From an optimization exercise on the open Yosys and OpenROAD flow, aimed at small area; shortcuts taken in it are not production practice.
Only simulation tests tie the RTL to the original design; equivalence was not proved.
Power and IR drop assume default switching activity.

==> design.v <==
`default_nettype none
module dma_top (
    input  wire         clk,
    input  wire         rst_n,
    input  wire         host_wr,
    input  wire         host_rd,
    input  wire [11:0]  host_addr,
    input  wire [31:0]  host_wdata,
    output logic [31:0] host_rdata,
    output logic        host_rvalid,
    output logic        mem_cmd_write,
    output logic [31:0] mem_cmd_addr,
    output logic [7:0]  mem_cmd_len,
    output logic        mem_cmd_valid,
    output logic [31:0] mem_wdata,
    output logic        mem_wvalid,
    output logic        mem_wlast,
    input  wire [31:0]  mem_rdata,
    input  wire         mem_rvalid,
    output logic        busy,
    output logic        xfer_done
);
    logic        wr_q, rd_q;
    logic [1:0]  region_q;    
    logic [5:0]  offset_q;
    logic [31:0] wdata_q;
    always_ff @(posedge clk) begin
        if (!rst_n) begin
            wr_q <= 1'b0;
            rd_q <= 1'b0;
        end else begin
            wr_q <= host_wr;
            rd_q <= host_rd;
        end
    end
    always_ff @(posedge clk) begin
        region_q <= (host_addr[11:10] != 2'b00 || host_addr[9:8] == 2'b11) ? 2'd3
                                                                             : host_addr[9:8];
        offset_q <= host_addr[7:2];
        wdata_q  <= host_wdata;
    end
    logic [31:0] wd;
    assign wd = rst_n ? wdata_q : 32'd0;
    logic wr_in, wr_cfg;
    assign wr_in  = wr_q && (region_q == 2'd0);
    assign wr_cfg = wr_q && (region_q == 2'd1);
    logic [31:0] ctrl_q, src_q, dst_q;
    logic        start;
    logic        wr_ctrl, wr_src, wr_dst;
    assign wr_ctrl = wr_cfg && (offset_q == 6'd0);
    assign wr_src  = wr_cfg && (offset_q == 6'd1);
    assign wr_dst  = wr_cfg && (offset_q == 6'd2);
    always_ff @(posedge clk) begin
        if (!rst_n || wr_ctrl) ctrl_q[31:2] <= wd[31:2];
        if (!rst_n || wr_ctrl || start) ctrl_q[1:0] <= wr_ctrl ? wd[1:0] : 2'd0;
        if (!rst_n || wr_src) src_q <= wd;
        if (!rst_n || wr_dst) dst_q <= wd;
    end
    logic       cmd_q;       
    logic       push_q;      
    logic [7:0] rem_q;       
    logic [4:0] idx_q;       
    logic       beat, last;
    logic       start_push;
    assign start      = (ctrl_q[1:0] != 2'd0) && !busy;
    assign start_push = (ctrl_q[1:0] == 2'd1);
    assign beat       = busy && !cmd_q && (push_q || mem_rvalid);
    assign last       = beat && (rem_q == 8'd0);
    always_ff @(posedge clk) begin
        if (!rst_n) begin
            busy      <= 1'b0;
            cmd_q     <= 1'b0;
            xfer_done <= 1'b0;
        end else begin
            busy      <= start || (busy && !last);
            cmd_q     <= start;
            xfer_done <= last;
        end
    end
    always_ff @(posedge clk) begin
        if (start) begin
            push_q <= start_push;
            rem_q  <= ctrl_q[31:24];
            idx_q  <= start_push ? src_q[6:2] : dst_q[6:2];
        end else if (beat) begin
            rem_q  <= rem_q - 8'd1;
            idx_q  <= idx_q + 5'd1;
        end
    end
    always_ff @(posedge clk) begin
        mem_cmd_addr <= start_push ? dst_q : src_q;
    end
    assign mem_cmd_valid = cmd_q;
    assign mem_cmd_write = push_q;
    assign mem_cmd_len   = rem_q;
    assign mem_wvalid    = busy && !cmd_q && push_q;
    assign mem_wlast     = mem_wvalid && (rem_q == 8'd0);
    logic [31:0] in_buf  [32];
    logic [31:0] out_buf [32];
    logic        pull_we;
    logic [31:0] rd_wd;
    assign pull_we = busy && !cmd_q && !push_q && mem_rvalid;
    assign rd_wd   = rst_n ? mem_rdata : 32'd0;
    always_ff @(posedge clk) begin
        for (int i = 0; i < 32; i++) begin
            if (!rst_n || (wr_in && offset_q[4:0] == 5'(i))) in_buf[i] <= wd;
            if (!rst_n || (pull_we && idx_q == 5'(i)))       out_buf[i] <= rd_wd;
        end
    end
    logic [31:0] psel, hsel_in, hsel_out;
    always_comb begin
        for (int i = 0; i < 32; i++) begin
            psel[i]     = (idx_q == 5'(i));
            hsel_in[i]  = (region_q == 2'd0) && (offset_q[4:0] == 5'(i));
            hsel_out[i] = (region_q == 2'd2) && (offset_q[4:0] == 5'(i));
        end
    end
    logic [31:0] pg [11];
    always_comb begin
        for (int j = 0; j < 11; j++) begin
            pg[j] = 32'd0;
            for (int i = 3 * j; i < 3 * j + 3 && i < 32; i++)
                pg[j] = pg[j] | (in_buf[i] & {32{psel[i]}});
        end
        mem_wdata = ((pg[0] | pg[1]) | (pg[2] | pg[3])) | ((pg[4] | pg[5]) | (pg[6] | pg[7]))
                  | ((pg[8] | pg[9]) | pg[10]);
    end
    logic [31:0] rd_mux;
    logic [31:0] hw   [67];
    logic [66:0] hsel;
    logic [31:0] hg   [23];
    always_comb begin
        for (int i = 0; i < 32; i++) begin
            hw[2 * i]       = in_buf[i];
            hsel[2 * i]     = hsel_in[i];
            hw[2 * i + 1]   = out_buf[i];
            hsel[2 * i + 1] = hsel_out[i];
        end
        hw[64] = ctrl_q;
        hw[65] = src_q;
        hw[66] = dst_q;
        hsel[64] = (region_q == 2'd1) && (offset_q == 6'd0);
        hsel[65] = (region_q == 2'd1) && (offset_q == 6'd1);
        hsel[66] = (region_q == 2'd1) && (offset_q == 6'd2);
        for (int j = 0; j < 23; j++) begin
            hg[j] = 32'd0;
            for (int i = 3 * j; i < 3 * j + 3 && i < 67; i++)
                hg[j] = hg[j] | (hw[i] & {32{hsel[i]}});
        end
        rd_mux = (((hg[0] | hg[1]) | (hg[2] | hg[3])) | ((hg[4] | hg[5]) | (hg[6] | hg[7])))
               | (((hg[8] | hg[9]) | (hg[10] | hg[11])) | ((hg[12] | hg[13]) | (hg[14] | hg[15])))
               | (((hg[16] | hg[17]) | (hg[18] | hg[19])) | ((hg[20] | hg[21]) | hg[22]));
    end
    always_ff @(posedge clk) begin
        if (!rst_n) host_rvalid <= 1'b0;
        else        host_rvalid <= rd_q;
        host_rdata <= rd_mux;
    end
endmodule
`default_nettype wire
==> flow/run.sh <==
#!/bin/bash
# Standard layout, with these changes:
#  - ABC maps the logic with an area-oriented script (the ORFS scripts are
#    copied and only abc_speed.script is replaced; synth_recipe.tcl is unchanged);
#  - clock tree synthesis uses clkbuf_8 in larger sink clusters and no dummy loads;
#  - the port buffers are buf_1 cells.
set -euo pipefail
rm -rf scripts_mod
cp -r "$FLOW_HOME/scripts" scripts_mod
cp flow/abc_speed.script scripts_mod/abc_speed.script
CTS="-sink_clustering_enable -repair_clock_nets -dont_use_dummy_load -buf_list sky130_fd_sc_hd__clkbuf_8 -sink_clustering_size 16 -sink_clustering_max_diameter 45"
bash standard.sh SCRIPTS_DIR="$PWD/scripts_mod" synth > synth.log 2>&1
bash standard.sh SCRIPTS_DIR="$PWD/scripts_mod" "CTS_ARGS=$CTS" \
  "BUFFER_PORTS_ARGS=-buffer_cell sky130_fd_sc_hd__buf_1" finish > layout.log 2>&1
==> flow/abc_speed.script <==
&get -n
&st
&dch
&nf -R 10000 -p -F 20 -A 20 -a -C 32
&put
topo
==> standard.sh <==
#!/bin/bash
# synth_recipe.tcl (not shown) runs the flow's synth.tcl, then flattens the netlist and writes it again
# the make line also repeats each setting of config.mk as NAME=value (left out here)
make -C /OpenROAD-flow-scripts/flow DESIGN_CONFIG=/design/flow/config.mk WORK_HOME=/design/flow/orfs CLKGATE_MAP_FILE= SYNTH_SCRIPT=/design/flow/synth_recipe.tcl "${@:-finish}"
==> config.mk <==
export PLATFORM = sky130hd
export DESIGN_NAME = dma_top
export DESIGN_NICKNAME = dma_top
export VERILOG_FILES = /design/flow/design.v
export SDC_FILE = /design/flow/constraint.sdc
export NUM_CORES = 4
export LEC_CHECK = 0
export CAP_MARGIN = 20
export CORE_MARGIN = 2
export CORE_UTILIZATION = 50
export PLACE_DENSITY = 0.65
export SETUP_SLACK_MARGIN = 0.5
export SLEW_MARGIN = 20
==> constraint.sdc <==
create_clock -name core_clock -period 6.0 [get_ports {clk}]
set_input_delay 1.2000 -clock core_clock [delete_from_list [all_inputs] [get_ports {clk}]]
set_output_delay 1.2000 -clock core_clock [all_outputs]
set_load 0.01 [all_outputs]
==> flow_summary_export.csv, run 1 <==
group,metric,value,unit
grt,grt.overflow.total,0,
worst_hold_path,min_path_type,"input pin to flip-flop",
layout,area_growth,12.7,%
floorplanning,start_util,0.505,
timing,whs,0.282,ns
routing,drt_iter0_drc,15500,
setup_path,crit_path_end_kind,"output pin",
routing,vias,56200,
routing,routed_wirelength,310,mm
clock_network,cts_tree,"yes",
place,port-buffer-count,189,
status,status,"finished clean",
yosys,synth_nets,4313,
layout,final_common_cell,"edfxtp_1",
grt,grt_usage,0.359,
timing,drv_slew,0,
timing,rsz0062_at_grt,"yes",
yosys,ys_seq_elements,2268,
timing,fin_skew,0.130,ns
floorplanning,die_y,410,microns
yosys,ys_types,30,
power_and_ir_drop,ir_drop,0.300,mV
grt,grt_pass1_vias,54000,
power_and_ir_drop,cellLeakagePower,0.0299,uW
setup_path,cp.arrival,4.53,ns
setup_path,start_kind,"flip-flop",
floorplanning,core,0.163,sq mm
yosys,syn_area,0.0823,sq mm
place,gp_congestion,0.976,
timing,finalSetupTns,0,ns
grt,grt_max_degree,39,
clock_network,cts_buffers,202,
routing,ant_nets,0,
routing,firstDrtPassIters,14,
place,place_hpwl,184,mm
floorplanning,io_pins,192,
timing,max_freq,175,MHz
floorplanning,die_area,0.168,sq mm
timing,worstMarginPinSlew,1.37,ns
layout,final_cell_mix,"2158 x edfxtp_1, 1024 x a222oi_1, 270 x buf_4",
setup_path,path_class,"flip-flop to output pin",
place,dp_cells,6850,
floorplanning,rows,148,
timing,setup_viol,0,
yosys,syn_inst,4225,
place,post-place-ws,1.20,ns
setup_path,crit_fanout,11,
power_and_ir_drop,finalPower,31400,uW
routing,vias_per_cell,7.93,
timing,hold_viol_final,0,
timing,period_share,0.955,
grt,antenna_found_initial,17,
grt,grt_pass1_wl,418,mm
clock_network,clockRootBuffer,"clkbuf_8",
setup_path,required,4.80,ns
routing,wl_per_cell,43.8,microns
floorplanning,die_x,410,microns
timing,finalWorstPathRequiredPeriod,5.73,ns
yosys,yosys_warnings,6,
clock_network,cts_buffer_depth,3,
layout,fin_nets,4998,
routing,drc,0,
timing,worst_slew_margin_rel,0.0779,
clock_network,clock_sinks,2268,
clock_network,htreeDepth,4,
clock_network,clk_pin_slew_worst_paths,0.09,ns
timing,fin_ws,0.271,ns
power_and_ir_drop,power_density,339,mW/mm^2
setup_path,regToRegSetupSlack,1.36,ns
yosys,synth_seq_area_share,0.814,
job,drv_cap,0,
clock_network,clkLatencyLatePin,1.00,ns
layout,drive_gt1_frac,0.148,
yosys,syn_area_per_cell,19.5,sq um
layout,fin_cells,7088,
[cell type report]
| class | instances | area (sq um) |
|---|---|---|
| fillers | 12300 | 70400 |
| flip-flops and latches | 2268 | 67000 |
| multi-input cells | 1957 | 17300 |
| repair buffers | 472 | 2970 |
| clock buffers | 202 | 2780 |
| well taps | 2175 | 2720 |
| inverters | 9 | 36.3 |
| diodes | 5 | 12.5 |
[flip-flops by register name, indices dropped and copies added (netlist names), 2 cells and up]
signal and flops:
src_q 32, wdata_q 32, host_rdata 32, rem_q 8
dst_q 32, mem_cmd_addr 32, ctrl_q 32, in_buf 1024
offset_q 6, idx_q 5, out_buf 1024, region_q 2
[cell families (layout without fill, tap and decap cells)]
kind of cell	count (synthesis)	count (layout)	synth area share
DFF	2268	2268	0.814
AOI/OAI and AO/OA	1172	1172	0.136
and+or+nand+nor	761	770	0.0475
buffers and inverters	9	683	0.000410
xor gates and xnor gates	8	8	0.000851
adders and majority gates	7	7	0.00106
other	0	5	0
[Yosys cell counts, drive strengths merged]
master | number | area [sq um]
or4 | 1 | 7.51
dfxtp | 110 | 2200
and3 | 3 | 18.8
a21oi | 3 | 15.0
and2 | 70 | 438
ha | 7 | 87.6
or2 | 2 | 12.5
xor2 | 3 | 26.3
edfxtp | 2158 | 64800
or3b | 2 | 17.5
xnor2 | 5 | 43.8
nand2b | 10 | 62.6
o21ai | 46 | 230
nor2b | 8 | 50.1
or3 | 11 | 68.8
a222oi | 1024 | 10200
nor4 | 33 | 206
a211oi | 32 | 240
o31ai | 30 | 225
a22oi | 32 | 240
nand3b | 5 | 37.5
o21bai | 1 | 7.51
o22ai | 4 | 25.0
nand4 | 261 | 1630
nor2 | 139 | 522
clkinv | 9 | 33.8
nand3 | 13 | 65.1
nor3 | 8 | 40.0
nor3b | 1 | 7.51
nand2 | 194 | 728
[worst paths after layout]
path | start | to | cells after the start
max | idx_q[2]$_DFFE_PP_ | mem_wdata[27] | 9
min | host_wdata[9] | wdata_q[9]$_DFF_P_ | 1
max reg2reg | offset_q[2]$_DFF_P_ | host_rdata[1]$_DFF_P_ | 7
min reg2reg | rd_q$_SDFF_PN0_ | host_rvalid$_SDFF_PN0_ | 1
[routing by layer]
layer	global-route usage	share of wire
met2	0.529	0.43
met5	0	0.00043
met4	0.153	0.050
met3	0.164	0.19
met1	0.461	0.33
[metrics by stage]
| step | cell area (sq um) | util |
|---|---|---|
| finish | 92800 | 0.569 |
| global route | 92800 | 0.569 |
| CTS | 92400 | 0.566 |
| detailed placement | 89400 | 0.548 |
| global placement | 89400 | 0.548 |
| floorplan | 82300 | - |
[where the power goes]
group / switching, uW / total, uW / internal [uW] / leakage, uW
sequential: 541 / 19200 / 18600 / 0.0223
clock: 4830 / 7800 / 2980 / 0.00145
combinational: 3460 / 4430 / 972 / 0.00617
total: 8830 / 31400 / 22600 / 0.0299
[critical path: stages, from the launching register on]
cell and delay (ns):
edfxtp_1 0.58, buf_4 0.23, nor2b_2 0.24, nand2_1 0.34, nor2_2 0.89, a222oi_1 0.25
nand4_1 0.38, nor2_1 0.24, nand4_1 0.20, buf_1 0.18
[repair_timing]
item | in CTS | in global routing
hold buffers | 0 | 0
resized for setup | 48 | 28
gates cloned | 4 | 5
setup endpoints to repair | 32 | 32
setup buffers | 3 | 19
pin swaps | 21 | 19
==> inputs of run 2 (changes only) <==
--- a/design.v
+++ b/design.v
@@ -108,10 +108,8 @@
         end
     end
-    logic [31:0] psel, hsel_in, hsel_out;
+    logic [31:0] psel;
     always_comb begin
         for (int i = 0; i < 32; i++) begin
             psel[i]     = (idx_q == 5'(i));
-            hsel_in[i]  = (region_q == 2'd0) && (offset_q[4:0] == 5'(i));
-            hsel_out[i] = (region_q == 2'd2) && (offset_q[4:0] == 5'(i));
         end
     end
@@ -126,29 +124,28 @@
                   | ((pg[8] | pg[9]) | pg[10]);
     end
-    logic [31:0] rd_mux;
-    logic [31:0] hw   [67];
-    logic [66:0] hsel;
-    logic [31:0] hg   [23];
+    logic [31:0] osel;
+    logic [31:0] rd_in, rd_out, rd_cfg, rd_mux;
+    logic [31:0] ig [11];
+    logic [31:0] og [11];
+    logic        csel_ctrl, csel_src, csel_dst;
     always_comb begin
-        for (int i = 0; i < 32; i++) begin
-            hw[2 * i]       = in_buf[i];
-            hsel[2 * i]     = hsel_in[i];
-            hw[2 * i + 1]   = out_buf[i];
-            hsel[2 * i + 1] = hsel_out[i];
+        for (int i = 0; i < 32; i++) osel[i] = (offset_q[4:0] == 5'(i));
+        for (int j = 0; j < 11; j++) begin
+            ig[j] = 32'd0;
+            og[j] = 32'd0;
+            for (int i = 3 * j; i < 3 * j + 3 && i < 32; i++) begin
+                ig[j] = ig[j] | (in_buf[i]  & {32{osel[i]}});
+                og[j] = og[j] | (out_buf[i] & {32{osel[i]}});
+            end
         end
-        hw[64] = ctrl_q;
-        hw[65] = src_q;
-        hw[66] = dst_q;
-        hsel[64] = (region_q == 2'd1) && (offset_q == 6'd0);
-        hsel[65] = (region_q == 2'd1) && (offset_q == 6'd1);
-        hsel[66] = (region_q == 2'd1) && (offset_q == 6'd2);
-        for (int j = 0; j < 23; j++) begin
-            hg[j] = 32'd0;
-            for (int i = 3 * j; i < 3 * j + 3 && i < 67; i++)
-                hg[j] = hg[j] | (hw[i] & {32{hsel[i]}});
-        end
-        rd_mux = (((hg[0] | hg[1]) | (hg[2] | hg[3])) | ((hg[4] | hg[5]) | (hg[6] | hg[7])))
-               | (((hg[8] | hg[9]) | (hg[10] | hg[11])) | ((hg[12] | hg[13]) | (hg[14] | hg[15])))
-               | (((hg[16] | hg[17]) | (hg[18] | hg[19])) | ((hg[20] | hg[21]) | hg[22]));
+        rd_in  = ((ig[0] | ig[1]) | (ig[2] | ig[3])) | ((ig[4] | ig[5]) | (ig[6] | ig[7]))
+               | ((ig[8] | ig[9]) | ig[10]);
+        rd_out = ((og[0] | og[1]) | (og[2] | og[3])) | ((og[4] | og[5]) | (og[6] | og[7]))
+               | ((og[8] | og[9]) | og[10]);
+        csel_ctrl = (region_q == 2'd1) && (offset_q == 6'd0);
+        csel_src  = (region_q == 2'd1) && (offset_q == 6'd1);
+        csel_dst  = (region_q == 2'd1) && (offset_q == 6'd2);
+        rd_cfg = (ctrl_q & {32{csel_ctrl}}) | (src_q & {32{csel_src}}) | (dst_q & {32{csel_dst}});
+        rd_mux = (rd_in & {32{region_q == 2'd0}}) | (rd_out & {32{region_q == 2'd2}}) | rd_cfg;
     end
     always_ff @(posedge clk) begin
--- a/flow/run.sh
+++ b/flow/run.sh
@@ -9,5 +9,5 @@
 cp -r "$FLOW_HOME/scripts" scripts_mod
 cp flow/abc_speed.script scripts_mod/abc_speed.script
-CTS="-sink_clustering_enable -repair_clock_nets -dont_use_dummy_load -buf_list sky130_fd_sc_hd__clkbuf_8 -sink_clustering_size 16 -sink_clustering_max_diameter 45"
+CTS="-sink_clustering_enable -repair_clock_nets -dont_use_dummy_load -buf_list sky130_fd_sc_hd__clkbuf_8 -sink_clustering_size 18 -sink_clustering_max_diameter 50"
 bash standard.sh SCRIPTS_DIR="$PWD/scripts_mod" synth > synth.log 2>&1
 bash standard.sh SCRIPTS_DIR="$PWD/scripts_mod" "CTS_ARGS=$CTS" \
==> flow/abc_speed.script (replaced) <==
&get -n
&st
&dch
&nf -R 1000 -p -F 10 -A 10 -a
&put
topo
--- a/config.mk
+++ b/config.mk
@@ -8,6 +8,6 @@
 export CAP_MARGIN = 20
 export CORE_MARGIN = 2
-export CORE_UTILIZATION = 50
-export PLACE_DENSITY = 0.65
-export SETUP_SLACK_MARGIN = 0.5
+export CORE_UTILIZATION = 45
+export PLACE_DENSITY = 0.6
+export SETUP_SLACK_MARGIN = 0.2
 export SLEW_MARGIN = 20
==> run 2 against run 1 <==
  * Hold slack worse by 0.0049 ns
  * Sequential share of layout area up 0.41 points
  * Clock skew down 0.0012 ns
  * Critical endpoint is now mem_wdata[5]
  * Still clean on timing, DRC and antenna
  * Count of clock-buffer cells in the layout down 17
  * Non-clock buffer count up 4
  * Sequential power about the same
  * Global-route usage down 5.8 points
  * Via count down 4.1%
==> flow_summary_export.csv, run 2 <==
group,metric,value,unit
setup_path,crit_buf_inv,3,
clock_network,cts_buffer_depth,3,
yosys,synth_nets,4338,
setup_path,start_kind,"flip-flop",
clock_network,post-cts-setup-buffers,0,
status,status,"finished clean",
setup_path,crit_start,"idx_q[0]$_DFFE_PP_",
yosys,synth_area_leaders,"edfxtp_1 78%, a222oi_1 12%, dfxtp_1 2.7%",
place,place_hpwl,168,mm
power_and_ir_drop,clockPowerShare,0.246,
layout,drive_gt1_frac,0.126,
place,gp_congestion,0.862,
worst_hold_path,min-delay-start,"host_wdata[27]",
setup_path,crit_fanout,20,
routing,routed_wirelength,288,mm
layout,final_common_cell,"edfxtp_1",
setup_path,path_class,"flip-flop to output pin",
routing,wl_per_cell,39.4,microns
routing,firstDrtPassIters,15,
yosys,syn_area,0.0826,sq mm
yosys,ys_types,30,
layout,fin_cells,7300,
floorplanning,start_util,0.452,
timing,drv_slew,0,
routing,vias_per_cell,7.39,
timing,hold_viol_final,0,
yosys,ys.flop_type,"edfxtp_1",
yosys,syn_inst,4249,
routing,drc,0,
yosys,synth_seq_area_share,0.812,
layout,reg_top3,"in_buf (1024), out_buf (1024)",
clock_network,clockRootBuffer,"clkbuf_8",
place,port-buffer-count,189,
timing,finalWorstPathRequiredPeriod,5.64,ns
timing,max_freq,177,MHz
clock_network,ctsResizeCount,0,
yosys,synth_edf_count,2158,
grt,grt_usage,0.301,
routing,drt_iter0_drc,12900,
setup_path,cp.arrival,4.44,ns
setup_path,path_cells,"clkinv_1, ha_1, nand2_1, nor2_4, buf_4, a222oi_1, nand4_1, nor2_1, nand4_1, buf_1",
timing,worstMarginPinSlew,1.15,ns
clock_network,clock_sinks,2268,
timing,period_share,0.940,
clock_network,hold_buffers,0,
setup_path,crit_top_cell,"nand4_1",
worst_hold_path,min_path_type,"input pin to flip-flop",
grt,antenna_found_initial,12,
yosys,synthTopCellsByCount,"2158 x edfxtp_1, 964 x a222oi_1, 237 x nand4_1",
power_and_ir_drop,pwr-share-comb,0.125,
layout,final_cell_mix,"2158 x edfxtp_1, 964 x a222oi_1, 263 x buf_4",
timing,fin_skew,0.129,ns
power_and_ir_drop,switching_share,0.267,
routing,ant_nets,0,
place,dp_cells,7109,
yosys,synth.most_common_cell,"edfxtp_1",
floorplanning,die_area,0.187,sq mm
setup_path,required,4.80,ns
timing,setup_viol,0,
power_and_ir_drop,pwr-share-seq,0.629,
setup_path,worst_path_max_delay_cell,"nor2_1",
yosys,synth_top_area_share,0.785,
layout,area_growth,11.8,%
clock_network,clk_pin_slew_worst_paths,0.10,ns
timing,whs,0.277,ns
yosys,synth_top_area_cell,"edfxtp_1",
clock_network,clkLatencyLatePin,1.02,ns
timing,worst_slew_margin_rel,0.233,
clock_network,cts_tree,"yes",
floorplanning,io_pins,192,
floorplanning,rows,157,
setup_path,r2r-start,"offset_q[0]$_DFF_P_",
floorplanning,die_x,432,microns
grt,grt_pass1_vias,52400,
timing,rsz0062_at_grt,"no",
power_and_ir_drop,ir_drop,0.268,mV
power_and_ir_drop,cellLeakagePower,0.0298,uW
yosys,synthArstFlopShare,0,
grt,grt_max_degree,67,
grt,grt_pass1_wl,394,mm
layout,fin_nets,5001,
floorplanning,core,0.183,sq mm
power_and_ir_drop,power_density,330,mW/mm^2
yosys,yosys_warnings,6,
routing,vias,53900,
clock_network,htreeDepth,4,
power_and_ir_drop,p_switching,8120,uW
job,drv_cap,0,
setup_path,crit_path_max_incr_delay,0.55,ns
yosys,ys_seq_elements,2268,
floorplanning,die_y,432,microns
grt,grt.overflow.total,0,
setup_path,cp_top_family,"simple AND/OR/NAND/NOR gates",
yosys,syn_area_per_cell,19.4,sq um
power_and_ir_drop,p_int,22300,uW
clock_network,cts_buffers,185,
setup_path,crit_path_end_kind,"output pin",
==> run 2: cell types whose count changed after synthesis, moves of 17 or more <==
cell / change
nand3_1: +104
a22oi_1: +78
a222oi_1: -60
nor2_1: -58
o31ai_1: +58
a211oi_1: -32
o21ai_0: -30
nor4_1: -25
nand4_1: -24
nand2_1: -20
a22o_1: +17
==> run 2: power by group through the flow <==
| stage | Clock (uW) | Combinational [uW] | Sequential, uW |
|---|---|---|---|
| final | 7490 | 3800 | 19100 |
| after global routing | 8110 | 3920 | 19200 |
| after CTS | 7550 | 3750 | 19100 |
| after detailed placement | 0 | 3730 | 19500 |
| after global placement | 0 | 3700 | 19400 |
| after floorplan | 0 | 1630 | 19400 |
==> run 2: final timing paths <==
check,end,slack (ns),cells after the start
min,wdata_q[27]$_DFF_P_,0.28,1
min reg2reg,host_rvalid$_SDFF_PN0_,0.43,1
max reg2reg,host_rdata[25]$_DFF_P_,1.79,7
max,mem_wdata[5],0.36,10
==> run 2: area by class of cell <==
| cell class | instances | area (sq um) |
|---|---|---|
| fillers | 14800 | 90400 |
| diodes | 5 | 12.5 |
| well taps | 2385 | 2980 |
| inverters | 8 | 30.0 |
| flip-flops and latches | 2268 | 67000 |
| clock buffers | 185 | 2550 |
| multi-input cells | 1973 | 16500 |
| repair buffers | 476 | 3150 |
==> run 2: layer usage <==
layer,part of all wire,up-vias,GRT usage
li1,-,21300,-
met1,0.35,27400,0.383
met2,0.47,4412,0.479
met3,0.13,851,0.0698
met4,0.059,6,0.166
met5,0.00016,-,0
==> run 2: cells by family after synthesis <==
family	Yosys count	synth area share
AO/OA/AOI/OAI	1218	0.139
flip-flops	2268	0.812
AND/OR/NAND/NOR	739	0.0467
adder cells (fa/ha/maj)	8	0.00121
XOR/XNOR	8	0.000849
buffers and inverters	8	0.000364
==> run 2: metrics by stage <==
| step | setup WS (ns) | TNS [ns] | instance area [sq um] | util | power, uW |
|---|---|---|---|---|---|
| 6_report | 0.361 | 0 | 92300 | 0.505 | 30400 |
| 3_5_place_dp | 1.52 | 0 | 89700 | 0.491 | 23200 |
| 5_1_grt | 0.279 | 0 | 92200 | 0.505 | 31300 |
| 2_1_floorplan | -0.419 | -51.02 | 82600 | - | 21000 |
| 3_3_place_gp | 1.53 | 0 | 89600 | 0.490 | 23100 |
| 4_1_cts | 0.413 | 0 | 92200 | 0.505 | 30400 |

[port drivers added, routing unchanged]
In the flow no input, the clock included, has a driving cell. The finished layouts below were timed again as built, in two steps.
Step 1 assumes that a clkbuf_16 drives the clock port and a buf_2 every other input.
Step 2 also shifts input and output timing later by t, the mid clock arrival at the registers, as if the neighbouring blocks saw the same clock.
a / b / c = ideal ports / drivers / drivers and shift; a / b = the first two.
| run | shift t [ns] | setup WS [ns] | worst setup path after step 2 | slew at the worst register clock pin (ns) | worst data-port slew with drivers (ns) |
|---|---|---|---|---|---|
| run 1 | 1.026 | 0.271 / 0.191 / 1.217 | register to output | 0.11 / 0.11 | 0.07 |
| run 2 | 1.030 | 0.361 / 0.277 / 1.307 | register to output | 0.12 / 0.12 | 0.07 |
After both steps setup and hold are still met in every run listed.
